Source: an optimization exercise on an open RTL-to-GDS flow (aim: small area, a short achievable clock period and few clock cycles per item). Production flows keep margins and buffers that such runs may drop.
In this exercise RTL edits were held to simulation tests only and were not proved equivalent to the original.
Power is estimated from default activity; no workload was simulated.

**run.sh**
```bash
#!/bin/bash
# synth_recipe.tcl (not shown) runs the flow's synth.tcl, then flattens the netlist and writes it again
# the make line also repeats each setting of config.mk as NAME=value (left out here)
make -C /OpenROAD-flow-scripts/flow DESIGN_CONFIG=/design/flow/config.mk WORK_HOME=/design/flow/orfs CLKGATE_MAP_FILE= SYNTH_SCRIPT=/design/flow/synth_recipe.tcl finish
```
**config.mk**
```make
export PLATFORM = sky130hd
export DESIGN_NAME = buddy_page_allocator_unit
export DESIGN_NICKNAME = buddy_page_allocator_unit
export VERILOG_FILES = /design/flow/design.v
export SDC_FILE = /design/flow/constraint.sdc
export NUM_CORES = 4
export LEC_CHECK = 0
export CAP_MARGIN = 20
export CORE_MARGIN = 2
export CORE_UTILIZATION = 40
export SLEW_MARGIN = 20
```
**constraint.sdc**
```tcl
create_clock -name core_clock -period 10.0 [get_ports {clk_i}]
set_input_delay 2.0000 -clock core_clock [delete_from_list [all_inputs] [get_ports {clk_i}]]
set_output_delay 2.0000 -clock core_clock [all_outputs]
set_load 0.01 [all_outputs]
```
**design.v**
```verilog
package bpa_pkg;
  localparam int TREE_LEVELS = 10;
  localparam int TOTAL_PAGES = 1 << TREE_LEVELS;
  localparam int NODE_COUNT  = (1 << (TREE_LEVELS + 1)) - 1;
  localparam int NODE_W      = $clog2(NODE_COUNT);
  localparam int LVL_W       = $clog2(TREE_LEVELS + 1);
  localparam int PAGE_W      = TREE_LEVELS;
  localparam int MARK_W      = 2;
  localparam int REQ_W       = 11;
  localparam int OFF_W       = 10;
  localparam int BLK_W       = 10;
  localparam int STATUS_W    = 2;
  localparam int IN_TDATA_W  = ((REQ_W + OFF_W + 7) / 8) * 8;
  localparam int OUT_TDATA_W = ((BLK_W + 7) / 8) * 8;
  localparam int UPC_W       = 6;
  localparam logic KIND_ALLOC = 1'b0;
  localparam logic KIND_FREE  = 1'b1;
  typedef logic [NODE_W-1:0]      node_t;
  typedef logic [LVL_W-1:0]       lvl_t;
  typedef logic [PAGE_W-1:0]      page_t;
  typedef logic [REQ_W-1:0]       req_t;
  typedef logic [OFF_W-1:0]       off_t;
  typedef logic [BLK_W-1:0]       blk_t;
  typedef logic [OUT_TDATA_W-1:0] out_tdata_t;
  typedef logic [UPC_W-1:0]       upc_t;
  typedef enum logic [1:0] {
    MARK_UNUSED = 2'd0,
    MARK_USED   = 2'd1,
    MARK_SPLIT  = 2'd2,
    MARK_FULL   = 2'd3
  } mark_e;
  typedef enum logic [1:0] {
    ST_ALLOC_OK   = 2'd0,
    ST_ALLOC_FAIL = 2'd1,
    ST_FREED      = 2'd2,
    ST_FREE_BAD   = 2'd3
  } status_e;
  typedef enum logic [1:0] {
    MEM_NONE,
    MEM_READ,
    MEM_WRITE
  } mem_op_e;
  typedef enum logic [2:0] {
    ASEL_N,
    ASEL_SIB,
    ASEL_PARENT,
    ASEL_CHILD_L,
    ASEL_CHILD_R
  } addr_sel_e;
  typedef enum logic [2:0] {
    NAV_HOLD,
    NAV_CHILD_L,
    NAV_CHILD_OFF,
    NAV_NEXT,
    NAV_PARENT
  } nav_e;
  typedef enum logic [3:0] {
    C_NEVER,
    C_ALWAYS,
    C_AT_TGT,
    C_UNUSED,
    C_USED,
    C_TAKEN,
    C_FULL,
    C_ODD,
    C_ROOT,
    C_LEAF,
    C_ALIGNED,
    C_REQ_BAD,
    C_OFF_BAD
  } cond_e;
  typedef enum logic [2:0] {
    RES_NONE,
    RES_LATCH,
    RES_ALLOC_OK,
    RES_ALLOC_FAIL,
    RES_FREED,
    RES_FREE_BAD
  } res_e;
  typedef struct packed {
    mem_op_e   mem;
    addr_sel_e asel;
    mark_e     wmark;
    nav_e      nav;
    cond_e     cond;
    logic      inv;
    upc_t      target;
    res_e      res;
  } ctl_t;
  typedef struct packed {
    mark_e mark;
    logic  at_tgt;
    logic  root;
    logic  odd;
    logic  leaf;
    logic  aligned;
    logic  req_bad;
    logic  off_bad;
  } flags_t;
  localparam ctl_t CTL_NOP = '0;
  localparam upc_t A_CHK   = upc_t'(0);
  localparam upc_t A_RD    = upc_t'(1);
  localparam upc_t A_TGT   = upc_t'(2);
  localparam upc_t A_FIT   = upc_t'(3);
  localparam upc_t A_USE   = upc_t'(4);
  localparam upc_t A_UP    = upc_t'(5);
  localparam upc_t A_UP_RD = upc_t'(6);
  localparam upc_t A_UP_T  = upc_t'(7);
  localparam upc_t A_UP_W  = upc_t'(8);
  localparam upc_t A_OK    = upc_t'(9);
  localparam upc_t A_DEEP  = upc_t'(10);
  localparam upc_t A_SPL_T = upc_t'(11);
  localparam upc_t A_SPL   = upc_t'(12);
  localparam upc_t A_CLR_L = upc_t'(13);
  localparam upc_t A_CLR_R = upc_t'(14);
  localparam upc_t A_DESC  = upc_t'(15);
  localparam upc_t A_NEXT  = upc_t'(16);
  localparam upc_t A_SIB   = upc_t'(17);
  localparam upc_t A_BACK  = upc_t'(18);
  localparam upc_t A_BK_UP = upc_t'(19);
  localparam upc_t A_BK_T  = upc_t'(20);
  localparam upc_t A_BK_J  = upc_t'(21);
  localparam upc_t A_FAIL  = upc_t'(22);
  localparam upc_t F_CHK   = upc_t'(23);
  localparam upc_t F_RD    = upc_t'(24);
  localparam upc_t F_USED  = upc_t'(25);
  localparam upc_t F_ALN   = upc_t'(26);
  localparam upc_t F_REL   = upc_t'(27);
  localparam upc_t F_RL_RD = upc_t'(28);
  localparam upc_t F_RL_T  = upc_t'(29);
  localparam upc_t F_RL_UP = upc_t'(30);
  localparam upc_t F_CLR   = upc_t'(31);
  localparam upc_t F_UPA   = upc_t'(32);
  localparam upc_t F_UA_UP = upc_t'(33);
  localparam upc_t F_UA_RD = upc_t'(34);
  localparam upc_t F_UA_T  = upc_t'(35);
  localparam upc_t F_UA_W  = upc_t'(36);
  localparam upc_t F_OK    = upc_t'(37);
  localparam upc_t F_NU    = upc_t'(38);
  localparam upc_t F_LEAF  = upc_t'(39);
  localparam upc_t F_DESC  = upc_t'(40);
  localparam upc_t F_BAD   = upc_t'(41);
  localparam upc_t UPC_LAST = F_BAD;
  function automatic lvl_t target_level(req_t pages);
    req_t pm1;
    int   len;
    pm1 = pages - req_t'(1);
    len = 0;
    for (int i = 0; i < bpa_pkg::REQ_W; i++) begin
      if (pm1[i]) begin
        len = i + 1;
      end
    end
    target_level = lvl_t'(bpa_pkg::TREE_LEVELS - len);
  endfunction
  function automatic logic is_finish(res_e r);
    is_finish = (r == bpa_pkg::RES_ALLOC_OK) || (r == bpa_pkg::RES_ALLOC_FAIL) ||
           (r == bpa_pkg::RES_FREED) || (r == bpa_pkg::RES_FREE_BAD);
  endfunction
  function automatic ctl_t ucode(upc_t upc);
    ctl_t w;
    w = bpa_pkg::CTL_NOP;
    case (upc)
      bpa_pkg::A_CHK: begin
        w.cond = bpa_pkg::C_REQ_BAD; w.target = bpa_pkg::A_FAIL;
      end
      bpa_pkg::A_RD: begin
        w.mem = bpa_pkg::MEM_READ; w.asel = bpa_pkg::ASEL_N;
      end
      bpa_pkg::A_TGT: begin
        w.cond = bpa_pkg::C_AT_TGT; w.inv = 1'b1; w.target = bpa_pkg::A_DEEP;
      end
      bpa_pkg::A_FIT: begin
        w.cond = bpa_pkg::C_UNUSED; w.inv = 1'b1; w.target = bpa_pkg::A_NEXT;
      end
      bpa_pkg::A_USE: begin
        w.mem = bpa_pkg::MEM_WRITE; w.asel = bpa_pkg::ASEL_N; w.wmark = bpa_pkg::MARK_USED; w.res = bpa_pkg::RES_LATCH;
      end
      bpa_pkg::A_UP: begin
        w.cond = bpa_pkg::C_ROOT; w.target = bpa_pkg::A_OK;
      end
      bpa_pkg::A_UP_RD: begin
        w.mem = bpa_pkg::MEM_READ; w.asel = bpa_pkg::ASEL_SIB;
      end
      bpa_pkg::A_UP_T: begin
        w.cond = bpa_pkg::C_TAKEN; w.inv = 1'b1; w.target = bpa_pkg::A_OK;
      end
      bpa_pkg::A_UP_W: begin
        w.mem = bpa_pkg::MEM_WRITE; w.asel = bpa_pkg::ASEL_PARENT; w.wmark = bpa_pkg::MARK_FULL;
        w.nav = bpa_pkg::NAV_PARENT; w.cond = bpa_pkg::C_ALWAYS; w.target = bpa_pkg::A_UP;
      end
      bpa_pkg::A_OK: begin
        w.res = bpa_pkg::RES_ALLOC_OK;
      end
      bpa_pkg::A_DEEP: begin
        w.cond = bpa_pkg::C_TAKEN; w.target = bpa_pkg::A_NEXT;
      end
      bpa_pkg::A_SPL_T: begin
        w.cond = bpa_pkg::C_UNUSED; w.inv = 1'b1; w.target = bpa_pkg::A_DESC;
      end
      bpa_pkg::A_SPL: begin
        w.mem = bpa_pkg::MEM_WRITE; w.asel = bpa_pkg::ASEL_N; w.wmark = bpa_pkg::MARK_SPLIT;
      end
      bpa_pkg::A_CLR_L: begin
        w.mem = bpa_pkg::MEM_WRITE; w.asel = bpa_pkg::ASEL_CHILD_L; w.wmark = bpa_pkg::MARK_UNUSED;
      end
      bpa_pkg::A_CLR_R: begin
        w.mem = bpa_pkg::MEM_WRITE; w.asel = bpa_pkg::ASEL_CHILD_R; w.wmark = bpa_pkg::MARK_UNUSED;
      end
      bpa_pkg::A_DESC: begin
        w.nav = bpa_pkg::NAV_CHILD_L; w.cond = bpa_pkg::C_ALWAYS; w.target = bpa_pkg::A_RD;
      end
      bpa_pkg::A_NEXT: begin
        w.cond = bpa_pkg::C_ODD; w.inv = 1'b1; w.target = bpa_pkg::A_BACK;
      end
      bpa_pkg::A_SIB: begin
        w.nav = bpa_pkg::NAV_NEXT; w.cond = bpa_pkg::C_ALWAYS; w.target = bpa_pkg::A_RD;
      end
      bpa_pkg::A_BACK: begin
        w.cond = bpa_pkg::C_ROOT; w.target = bpa_pkg::A_FAIL;
      end
      bpa_pkg::A_BK_UP: begin
        w.nav = bpa_pkg::NAV_PARENT;
      end
      bpa_pkg::A_BK_T: begin
        w.cond = bpa_pkg::C_ODD; w.target = bpa_pkg::A_SIB;
      end
      bpa_pkg::A_BK_J: begin
        w.cond = bpa_pkg::C_ALWAYS; w.target = bpa_pkg::A_BACK;
      end
      bpa_pkg::A_FAIL: begin
        w.res = bpa_pkg::RES_ALLOC_FAIL;
      end
      bpa_pkg::F_CHK: begin
        w.cond = bpa_pkg::C_OFF_BAD; w.target = bpa_pkg::F_BAD;
      end
      bpa_pkg::F_RD: begin
        w.mem = bpa_pkg::MEM_READ; w.asel = bpa_pkg::ASEL_N;
      end
      bpa_pkg::F_USED: begin
        w.cond = bpa_pkg::C_USED; w.inv = 1'b1; w.target = bpa_pkg::F_NU;
      end
      bpa_pkg::F_ALN: begin
        w.cond = bpa_pkg::C_ALIGNED; w.inv = 1'b1; w.target = bpa_pkg::F_BAD;
      end
      bpa_pkg::F_REL: begin
        w.cond = bpa_pkg::C_ROOT; w.target = bpa_pkg::F_CLR;
      end
      bpa_pkg::F_RL_RD: begin
        w.mem = bpa_pkg::MEM_READ; w.asel = bpa_pkg::ASEL_SIB;
      end
      bpa_pkg::F_RL_T: begin
        w.cond = bpa_pkg::C_UNUSED; w.inv = 1'b1; w.target = bpa_pkg::F_CLR;
      end
      bpa_pkg::F_RL_UP: begin
        w.nav = bpa_pkg::NAV_PARENT; w.cond = bpa_pkg::C_ALWAYS; w.target = bpa_pkg::F_REL;
      end
      bpa_pkg::F_CLR: begin
        w.mem = bpa_pkg::MEM_WRITE; w.asel = bpa_pkg::ASEL_N; w.wmark = bpa_pkg::MARK_UNUSED;
      end
      bpa_pkg::F_UPA: begin
        w.cond = bpa_pkg::C_ROOT; w.target = bpa_pkg::F_OK;
      end
      bpa_pkg::F_UA_UP: begin
        w.nav = bpa_pkg::NAV_PARENT;
      end
      bpa_pkg::F_UA_RD: begin
        w.mem = bpa_pkg::MEM_READ; w.asel = bpa_pkg::ASEL_N;
      end
      bpa_pkg::F_UA_T: begin
        w.cond = bpa_pkg::C_FULL; w.inv = 1'b1; w.target = bpa_pkg::F_OK;
      end
      bpa_pkg::F_UA_W: begin
        w.mem = bpa_pkg::MEM_WRITE; w.asel = bpa_pkg::ASEL_N; w.wmark = bpa_pkg::MARK_SPLIT;
        w.cond = bpa_pkg::C_ALWAYS; w.target = bpa_pkg::F_UPA;
      end
      bpa_pkg::F_OK: begin
        w.res = bpa_pkg::RES_FREED;
      end
      bpa_pkg::F_NU: begin
        w.cond = bpa_pkg::C_UNUSED; w.target = bpa_pkg::F_BAD;
      end
      bpa_pkg::F_LEAF: begin
        w.cond = bpa_pkg::C_LEAF; w.target = bpa_pkg::F_BAD;
      end
      bpa_pkg::F_DESC: begin
        w.nav = bpa_pkg::NAV_CHILD_OFF; w.cond = bpa_pkg::C_ALWAYS; w.target = bpa_pkg::F_RD;
      end
      bpa_pkg::F_BAD: begin
        w.res = bpa_pkg::RES_FREE_BAD;
      end
      default: begin
        w = bpa_pkg::CTL_NOP;
      end
    endcase
    ucode = w;
  endfunction
endpackage
module bpa_ram #(
  parameter int WIDTH = 2,
  parameter int DEPTH = 2047
) (
  input  logic                     clk_i,
  input  logic                     we_i,
  input  logic [$clog2(DEPTH)-1:0] waddr_i,
  input  logic [WIDTH-1:0]         wdata_i,
  input  logic                     re_i,
  input  logic [$clog2(DEPTH)-1:0] raddr_i,
  output logic [WIDTH-1:0]         rdata_o
);
  logic [WIDTH-1:0] mem_q [DEPTH];
  logic [WIDTH-1:0] rdata_q;
  always_ff @(posedge clk_i) begin
    if (we_i) begin
      mem_q[waddr_i] <= wdata_i;
    end
    if (re_i) begin
      rdata_q <= mem_q[raddr_i];
    end
  end
  assign rdata_o = rdata_q;
endmodule
module bpa_sequencer (
  input  logic            clk_i,
  input  logic            rst_ni,
  input  logic            start_i,
  input  logic            kind_i,
  input  bpa_pkg::flags_t flags_i,
  input  logic            out_free_i,
  output bpa_pkg::ctl_t   ctl_o,
  output logic            done_o,
  output logic            running_o
);
  bpa_pkg::upc_t upc_q, upc_d;
  logic          run_q, run_d;
  bpa_pkg::ctl_t word;
  logic          fin, adv, cond, taken;
  assign word = bpa_pkg::ucode(upc_q);
  assign fin  = bpa_pkg::is_finish(word.res);
  assign adv  = run_q && !(fin && !out_free_i);
  always_comb begin
    case (word.cond)
      bpa_pkg::C_NEVER:   cond = 1'b0;
      bpa_pkg::C_ALWAYS:  cond = 1'b1;
      bpa_pkg::C_AT_TGT:  cond = flags_i.at_tgt;
      bpa_pkg::C_UNUSED:  cond = (flags_i.mark == bpa_pkg::MARK_UNUSED);
      bpa_pkg::C_USED:    cond = (flags_i.mark == bpa_pkg::MARK_USED);
      bpa_pkg::C_TAKEN:   cond = (flags_i.mark == bpa_pkg::MARK_USED) ||
                                 (flags_i.mark == bpa_pkg::MARK_FULL);
      bpa_pkg::C_FULL:    cond = (flags_i.mark == bpa_pkg::MARK_FULL);
      bpa_pkg::C_ODD:     cond = flags_i.odd;
      bpa_pkg::C_ROOT:    cond = flags_i.root;
      bpa_pkg::C_LEAF:    cond = flags_i.leaf;
      bpa_pkg::C_ALIGNED: cond = flags_i.aligned;
      bpa_pkg::C_REQ_BAD: cond = flags_i.req_bad;
      bpa_pkg::C_OFF_BAD: cond = flags_i.off_bad;
      default:            cond = 1'b0;
    endcase
  end
  assign taken = cond ^ word.inv;
  always_comb begin
    upc_d = upc_q;
    run_d = run_q;
    if (start_i) begin
      upc_d = (kind_i == bpa_pkg::KIND_FREE) ? bpa_pkg::F_CHK : bpa_pkg::A_CHK;
      run_d = 1'b1;
    end else if (adv) begin
      upc_d = taken ? word.target : (upc_q + bpa_pkg::upc_t'(1));
      if (fin) begin
        run_d = 1'b0;
      end
    end
  end
  always_ff @(posedge clk_i or negedge rst_ni) begin
    if (!rst_ni) begin
      upc_q <= bpa_pkg::A_CHK;
      run_q <= 1'b0;
    end else begin
      upc_q <= upc_d;
      run_q <= run_d;
    end
  end
  assign ctl_o     = adv ? word : bpa_pkg::CTL_NOP;
  assign done_o    = adv && fin;
  assign running_o = run_q;
endmodule
module bpa_datapath (
  input  logic            clk_i,
  input  logic            rst_ni,
  input  logic            start_i,
  input  bpa_pkg::req_t   req_i,
  input  bpa_pkg::off_t   off_i,
  input  bpa_pkg::ctl_t   ctl_i,
  output bpa_pkg::flags_t flags_o,
  output logic            clearing_o,
  output bpa_pkg::blk_t   blk_o
);
  bpa_pkg::node_t n_q, n_d;
  bpa_pkg::lvl_t  lvl_q, lvl_d;
  bpa_pkg::lvl_t  tgt_q;
  bpa_pkg::page_t off_q;
  logic           req_bad_q;
  logic           off_bad_q;
  bpa_pkg::blk_t  blk_q;
  logic           clr_q;
  bpa_pkg::node_t clr_addr_q;
  bpa_pkg::node_t sib, par, chl, chr, mem_addr, waddr;
  logic           dir;
  logic           aligned;
  bpa_pkg::node_t rel_idx;
  bpa_pkg::node_t blk_shift;
  logic           we, re;
  logic [bpa_pkg::MARK_W-1:0] wdata, rdata;
  assign sib = n_q[0] ? (n_q + bpa_pkg::node_t'(1)) : (n_q - bpa_pkg::node_t'(1));
  assign par = (n_q - bpa_pkg::node_t'(1)) >> 1;
  assign chl = (n_q << 1) + bpa_pkg::node_t'(1);
  assign chr = (n_q << 1) + bpa_pkg::node_t'(2);
  always_comb begin
    dir     = 1'b0;
    aligned = 1'b1;
    for (int i = 0; i < bpa_pkg::PAGE_W; i++) begin
      if (int'(lvl_q) == bpa_pkg::TREE_LEVELS - 1 - i) begin
        dir = off_q[i];
      end
      if ((i < bpa_pkg::TREE_LEVELS - int'(lvl_q)) && off_q[i]) begin
        aligned = 1'b0;
      end
    end
  end
  assign rel_idx   = n_q + bpa_pkg::node_t'(1) - (bpa_pkg::node_t'(1) << lvl_q);
  assign blk_shift = rel_idx << (bpa_pkg::lvl_t'(bpa_pkg::TREE_LEVELS) - lvl_q);
  always_comb begin
    case (ctl_i.asel)
      bpa_pkg::ASEL_N:       mem_addr = n_q;
      bpa_pkg::ASEL_SIB:     mem_addr = sib;
      bpa_pkg::ASEL_PARENT:  mem_addr = par;
      bpa_pkg::ASEL_CHILD_L: mem_addr = chl;
      bpa_pkg::ASEL_CHILD_R: mem_addr = chr;
      default:               mem_addr = n_q;
    endcase
  end
  always_comb begin
    n_d   = n_q;
    lvl_d = lvl_q;
    case (ctl_i.nav)
      bpa_pkg::NAV_CHILD_L: begin
        n_d   = chl;
        lvl_d = lvl_q + bpa_pkg::lvl_t'(1);
      end
      bpa_pkg::NAV_CHILD_OFF: begin
        n_d   = dir ? chr : chl;
        lvl_d = lvl_q + bpa_pkg::lvl_t'(1);
      end
      bpa_pkg::NAV_NEXT: begin
        n_d = n_q + bpa_pkg::node_t'(1);
      end
      bpa_pkg::NAV_PARENT: begin
        n_d   = par;
        lvl_d = lvl_q - bpa_pkg::lvl_t'(1);
      end
      default: begin
        n_d   = n_q;
        lvl_d = lvl_q;
      end
    endcase
  end
  always_ff @(posedge clk_i) begin
    if (start_i) begin
      n_q       <= '0;
      lvl_q     <= '0;
      tgt_q     <= bpa_pkg::target_level(req_i);
      off_q     <= bpa_pkg::page_t'(off_i);
      req_bad_q <= (req_i == '0) || (int'(req_i) > bpa_pkg::TOTAL_PAGES);
      off_bad_q <= int'(off_i) >= bpa_pkg::TOTAL_PAGES;
    end else begin
      n_q   <= n_d;
      lvl_q <= lvl_d;
    end
    if (ctl_i.res == bpa_pkg::RES_LATCH) begin
      blk_q <= bpa_pkg::blk_t'(blk_shift);
    end
  end
  always_ff @(posedge clk_i or negedge rst_ni) begin
    if (!rst_ni) begin
      clr_q      <= 1'b1;
      clr_addr_q <= '0;
    end else if (clr_q) begin
      if (clr_addr_q == bpa_pkg::node_t'(bpa_pkg::NODE_COUNT - 1)) begin
        clr_q <= 1'b0;
      end else begin
        clr_addr_q <= clr_addr_q + bpa_pkg::node_t'(1);
      end
    end
  end
  assign we    = clr_q || (ctl_i.mem == bpa_pkg::MEM_WRITE);
  assign re    = !clr_q && (ctl_i.mem == bpa_pkg::MEM_READ);
  assign waddr = clr_q ? clr_addr_q : mem_addr;
  assign wdata = clr_q ? bpa_pkg::MARK_UNUSED : ctl_i.wmark;
  bpa_ram #(
    .WIDTH (bpa_pkg::MARK_W),
    .DEPTH (bpa_pkg::NODE_COUNT)
  ) u_marks (
    .clk_i   (clk_i),
    .we_i    (we),
    .waddr_i (waddr),
    .wdata_i (wdata),
    .re_i    (re),
    .raddr_i (mem_addr),
    .rdata_o (rdata)
  );
  assign flags_o.mark    = bpa_pkg::mark_e'(rdata);
  assign flags_o.at_tgt  = (lvl_q == tgt_q);
  assign flags_o.root    = (n_q == '0);
  assign flags_o.odd     = n_q[0];
  assign flags_o.leaf    = (int'(lvl_q) >= bpa_pkg::TREE_LEVELS);
  assign flags_o.aligned = aligned;
  assign flags_o.req_bad = req_bad_q;
  assign flags_o.off_bad = off_bad_q;
  assign clearing_o = clr_q;
  assign blk_o      = blk_q;
endmodule
module buddy_page_allocator_unit (
  input  logic                             clk_i,
  input  logic                             rst_ni,
  input  logic                             s_axis_tvalid,
  output logic                             s_axis_tready,
  input  logic [bpa_pkg::IN_TDATA_W-1:0]   s_axis_tdata,
  input  logic                             s_axis_tuser,
  output logic                             m_axis_tvalid,
  input  logic                             m_axis_tready,
  output logic [bpa_pkg::OUT_TDATA_W-1:0]  m_axis_tdata,
  output logic [bpa_pkg::STATUS_W-1:0]     m_axis_tuser
);
  logic            accept;
  logic            running, clearing, done, out_free;
  bpa_pkg::ctl_t   ctl;
  bpa_pkg::flags_t flags;
  bpa_pkg::blk_t   blk;
  bpa_pkg::req_t   req;
  bpa_pkg::off_t   off;
  logic             out_valid_q;
  bpa_pkg::status_e out_status_q, out_status_d;
  bpa_pkg::blk_t    out_blk_q, out_blk_d;
  assign s_axis_tready = !running && !clearing;
  assign accept        = s_axis_tvalid && s_axis_tready;
  assign req           = s_axis_tdata[bpa_pkg::REQ_W-1:0];
  assign off           = s_axis_tdata[bpa_pkg::REQ_W+bpa_pkg::OFF_W-1:bpa_pkg::REQ_W];
  assign out_free      = !out_valid_q || m_axis_tready;
  bpa_sequencer u_seq (
    .clk_i      (clk_i),
    .rst_ni     (rst_ni),
    .start_i    (accept),
    .kind_i     (s_axis_tuser),
    .flags_i    (flags),
    .out_free_i (out_free),
    .ctl_o      (ctl),
    .done_o     (done),
    .running_o  (running)
  );
  bpa_datapath u_dp (
    .clk_i      (clk_i),
    .rst_ni     (rst_ni),
    .start_i    (accept),
    .req_i      (req),
    .off_i      (off),
    .ctl_i      (ctl),
    .flags_o    (flags),
    .clearing_o (clearing),
    .blk_o      (blk)
  );
  always_comb begin
    out_blk_d = '0;
    case (ctl.res)
      bpa_pkg::RES_ALLOC_OK: begin
        out_status_d = bpa_pkg::ST_ALLOC_OK;
        out_blk_d    = blk;
      end
      bpa_pkg::RES_ALLOC_FAIL: out_status_d = bpa_pkg::ST_ALLOC_FAIL;
      bpa_pkg::RES_FREED:      out_status_d = bpa_pkg::ST_FREED;
      default:                 out_status_d = bpa_pkg::ST_FREE_BAD;
    endcase
  end
  always_ff @(posedge clk_i or negedge rst_ni) begin
    if (!rst_ni) begin
      out_valid_q <= 1'b0;
    end else if (done) begin
      out_valid_q <= 1'b1;
    end else if (m_axis_tready) begin
      out_valid_q <= 1'b0;
    end
  end
  always_ff @(posedge clk_i) begin
    if (done) begin
      out_status_q <= out_status_d;
      out_blk_q    <= out_blk_d;
    end
  end
  assign m_axis_tvalid = out_valid_q;
  assign m_axis_tdata  = bpa_pkg::out_tdata_t'(out_blk_q);
  assign m_axis_tuser  = out_status_q;
endmodule
```
==> run summary <==
-- metrics by stage --
| stage | util | total power (µW) |
|---|---|---|
| after floorplan | - | 39400 |
| after global placement | 0.419 | 50500 |
| after detailed placement | 0.419 | 50500 |
| after CTS | 0.449 | 66000 |
| after global routing | 0.449 | 68600 |
| final | 0.449 | 66500 |
-- kinds of logic (layout without fill, tap and decap cells) --
| group | Yosys count | after routing | synth area share |
|---|---|---|---|
| AO/OA/AOI/OAI | 1926 | 1926 | 0.0746 |
| XOR/XNOR | 59 | 59 | 0.00289 |
| adder cells (fa/ha/maj) | 34 | 34 | 0.00242 |
| buffers and inverters | 1212 | 1312 | 0.0330 |
| flip-flops | 4168 | 4168 | 0.699 |
| multiplexers | 608 | 608 | 0.0484 |
| other | 1 | 24 | 0.0000210 |
| AND/OR/NAND/NOR | 5949 | 5949 | 0.139 |
-- routing by layer --
| metal | vias up | track usage | part of all wire |
|---|---|---|---|
| met5 | - | 0 | 0.00041 |
| met4 | 34 | 0.0959 | 0.042 |
| met3 | 1171 | 0.0473 | 0.11 |
| met2 | 6933 | 0.394 | 0.46 |
| met1 | 61884 | 0.347 | 0.39 |
| li1 | 51296 | - | - |
-- flip-flops by register name, summed over array words and instances (netlist names) --
signal,flops
u_dp.clr_q,1
u_seq.run_q,1
u_dp.tgt_q,4
u_dp.req_bad_q,1
u_dp.n_q,11
out_valid_q,1
u_seq.upc_q,6
out_status_q,2
u_dp.lvl_q,4
u_dp.u_marks.rdata_q,2
u_dp.blk_q,10
out_blk_q,10
u_dp.off_q,10
u_dp.clr_addr_q,11
u_dp.u_marks.mem_q,4094
-- power by group --
group | internal (µW) | leakage, µW | switching (µW)
registers | 20500 | 0.0383 | 163
clock network | 8850 | 0.00658 | 6810
logic | 8570 | 0.0193 | 21600
total | 37900 | 0.0642 | 28600
-- final timing paths --
kind / from / end / depth (start not counted) / slack [ns]
setup / recovery: u_seq.upc_q[1]$_DFFE_PN0P_ / u_dp.u_marks.rdata_q[1]$_DFFE_PP_ / 17 / 1.81
hold / removal: u_dp.clr_addr_q[9]$_DFFE_PN0P_ / u_dp.clr_addr_q[9]$_DFFE_PN0P_ / 1 / 0.51
setup reg to reg: u_seq.upc_q[1]$_DFFE_PN0P_ / u_dp.u_marks.rdata_q[1]$_DFFE_PP_ / 17 / 1.81
hold reg to reg: u_dp.clr_addr_q[9]$_DFFE_PN0P_ / u_dp.clr_addr_q[9]$_DFFE_PN0P_ / 1 / 0.51
max in group asynchronous: rst_ni / u_dp.clr_q$_DFF_PN1_ / 2 / 8.32
min in group asynchronous: rst_ni / u_seq.upc_q[3]$_DFFE_PN0P_ / 2 / 1.36
-- Yosys cell counts, types with 18 or more instances --
cell type	instances
a2111oi_0	45
a211oi_1	255
a21oi_1	376
a221oi_1	42
a22oi_1	41
a311oi_1	103
a31oi_1	325
a32oi_1	48
and2_1	20
and3_1	342
buf_1	40
buf_2	513
buf_4	108
buf_6	40
clkbuf_1	465
dfrtp_1	19
edfxtp_1	4133
ha_1	33
inv_1	41
mux2_2	18
mux2i_1	388
mux4_2	202
nand2_1	2464
nand2b_1	25
nand3_1	618
nand4_1	45
nor2_1	2216
nor2b_1	19
nor3_1	83
nor4_1	27
o211ai_1	28
o21ai_0	174
o221ai_1	68
o22ai_1	156
o31ai_1	26
xnor2_1	33
xor2_1	26
-- critical path, cell delays in order (launching register included) --
cell and delay (ns):
dfrtp_1 0.51, inv_1 0.24, ha_1 0.51, nand3b_1 0.30, a211o_1 0.38, and3_1 0.39
a21o_1 0.47, nor2_4 0.91, nand2_4 0.57, nor3_4 0.34, buf_12 0.41, a32oi_1 0.21
nand3_1 0.33, o211ai_1 0.41, o21ai_0 0.27, nand3_1 0.26, nor3b_1 0.82, nor4_2 0.23
-- final cells by class --
cell class	count	share of cell area
inverters	46	0.000864
flip-flops and latches	4168	0.625
multi-input cells	8582	0.242
diodes	18	0.000225
repair buffers	495	0.0270
well taps	5928	0.0371
clock buffers	532	0.0564
clock inverters	239	0.0113
==> out/metrics.csv <==
stage,metric,value,unit
synthesis,yosysTopAreaCell,edfxtp_1,
clocking,post_cts_resized,0,
clocking,cts_buffers,433,
worst_setup_path,crit_path_end_kind,flop,
detailed_routing,via_count,121318,
final_layout,layout_common_cells,"edfxtp_1 (4,133), nand2_1 (2,423), nor2_1 (2,201), nand3_1 (616), clkbuf_16 (436)",
worst_setup_path,cp.arrival,8.88,ns
final_layout,regArea,125000,µm²
synthesis,synth-edff-count,4133,
run,cap_viol_max_count,0,
synthesis,ys_ff_latch,4168,
global_routing,antenna_found_initial,45,
sta,min_period,8.19,ns
clocking,postCtsSetupRepairBufs,0,
global_routing,grt_pass1_wl,828000,µm
global_routing,grtUsageTotal,0.251,
clocking,clk_latency,1.00,ns
clocking,postCtsHoldBufs,0,
sta,setup_viol,0,
clocking,clockRootBuffer,clkbuf_16,
sta,clock_skew,0.0686,ns
final_layout,drive_gt1_frac,0.0989,
clocking,path_clk_slew,0.07,ns
sta,period_share,0.819,
sta,fin_setup_tns,0,ns
pwr,power_density,333,nW/µm²
clocking,clockBufferDepth,4,
final_layout,finalInstanceArea,200000,µm²
sta,setup_ws,1.81,ns
detailed_routing,via_per_inst,6.06,
detailed_routing,finalWirelength,586000,µm
worst_hold_path,hold_path.class,flop to flop,
die,initial_core_util,0.401,
clocking,clock-sinks,4168,
detailed_routing,drt-initial-drc-count,17970,
die,fp-row-count,245,
placed_design,dp_hpwl,320000,µm
synthesis,synth_area_leaders,"edfxtp_1 (69%), nand2_1 (5.2%), nor2_1 (4.7%)",
synthesis,synth_flop_cell,edfxtp_1,
synthesis,syn_inst,13957,
synthesis,synth_cell_types,121,
final_layout,layout_commonest_cell,edfxtp_1,
detailed_routing,dr.pass1.iters,8,
worst_setup_path,start_kind,flop,
synthesis,ys_async_sr_fraction,0.00480,
placed_design,pre_cts_slack,1.01,ns
worst_setup_path,cp.required,10.69,ns
sta,worst_hold_slack,0.507,ns
die,die_height,672,µm
detailed_routing,remaining_drc_errors,0,
sta,maxSlewHeadroom,0.147,
sta,hold_violations,0,
worst_setup_path,path_class,flop to flop,
detailed_routing,antenna_left,0,
pwr,vdd_drop_max,0.364,mV
clocking,cts_tree,yes,
final_layout,syn_to_final_growth,11.9,%
final_layout,fill_cells,39983,
placed_design,place_inst,19216,
global_routing,grt_max_degree,223,
die,core,445000,µm²
global_routing,grt_overflow_total,0,
pwr,power_leakage,0.0642,µW
global_routing,grt_pass1_vias,114497,
synthesis,synth.top_cell.area_share,0.695,
worst_setup_path,path_max_fanout,55,
placed_design,io_buffers,39,
detailed_routing,routedWlPerCell,29.3,µm
final_layout,fin_cells,20008,
die,ioPinCount,49,
placed_design,dpl-instance-area,186000,µm²
run_status,outcome,finished clean,
die,die-area,452000,µm²
sta,finalMaxSlewViolations,0,
final_layout,multi_input_area,48400,µm²
synthesis,netlist_area,179000,µm²
synthesis,ys_warn_count,4,
sta,tightest_slew,1.28,ns
clocking,htreeDepth,5,
synthesis,ys_seq_area_frac,0.699,
sta,fmax,122,MHz
synthesis,avgSynthCellArea,12.8,µm²
die,die_x,672,µm
sta,rsz0062_at_grt,no,
placed_design,globalplace.congestion,0.843,
final_layout,final_nets,13789,
Testbench counts, summed over its fixed seeds: cycles 332,040, items 4,000.

afterwards: timing with drivers on the ports:
In the flow no input, the clock included, has a driving cell. The finished layout below was timed again as built, in two steps.
Step 1, drivers: a clkbuf_16 drives clk_i and a buf_2 each remaining input, both assumed.
Step 2 also shifts input and output timing later by t, the mid clock arrival at the registers, as if the neighbouring blocks saw the same clock.
a / b / c = ideal / step 1 / step 2; a / b = the first two.
shift t [ns]: 1.089
slack for setup (ns): 1.815 / 1.815 / 0.849
worst register clock-pin slew, ns: 0.07 / 0.07
worst data-port slew with drivers (ns): 0.04
After both steps setup and hold are still met in this run. The setup slack of this run moves by 0.000 ns with the drivers and by -0.966 ns with both steps.
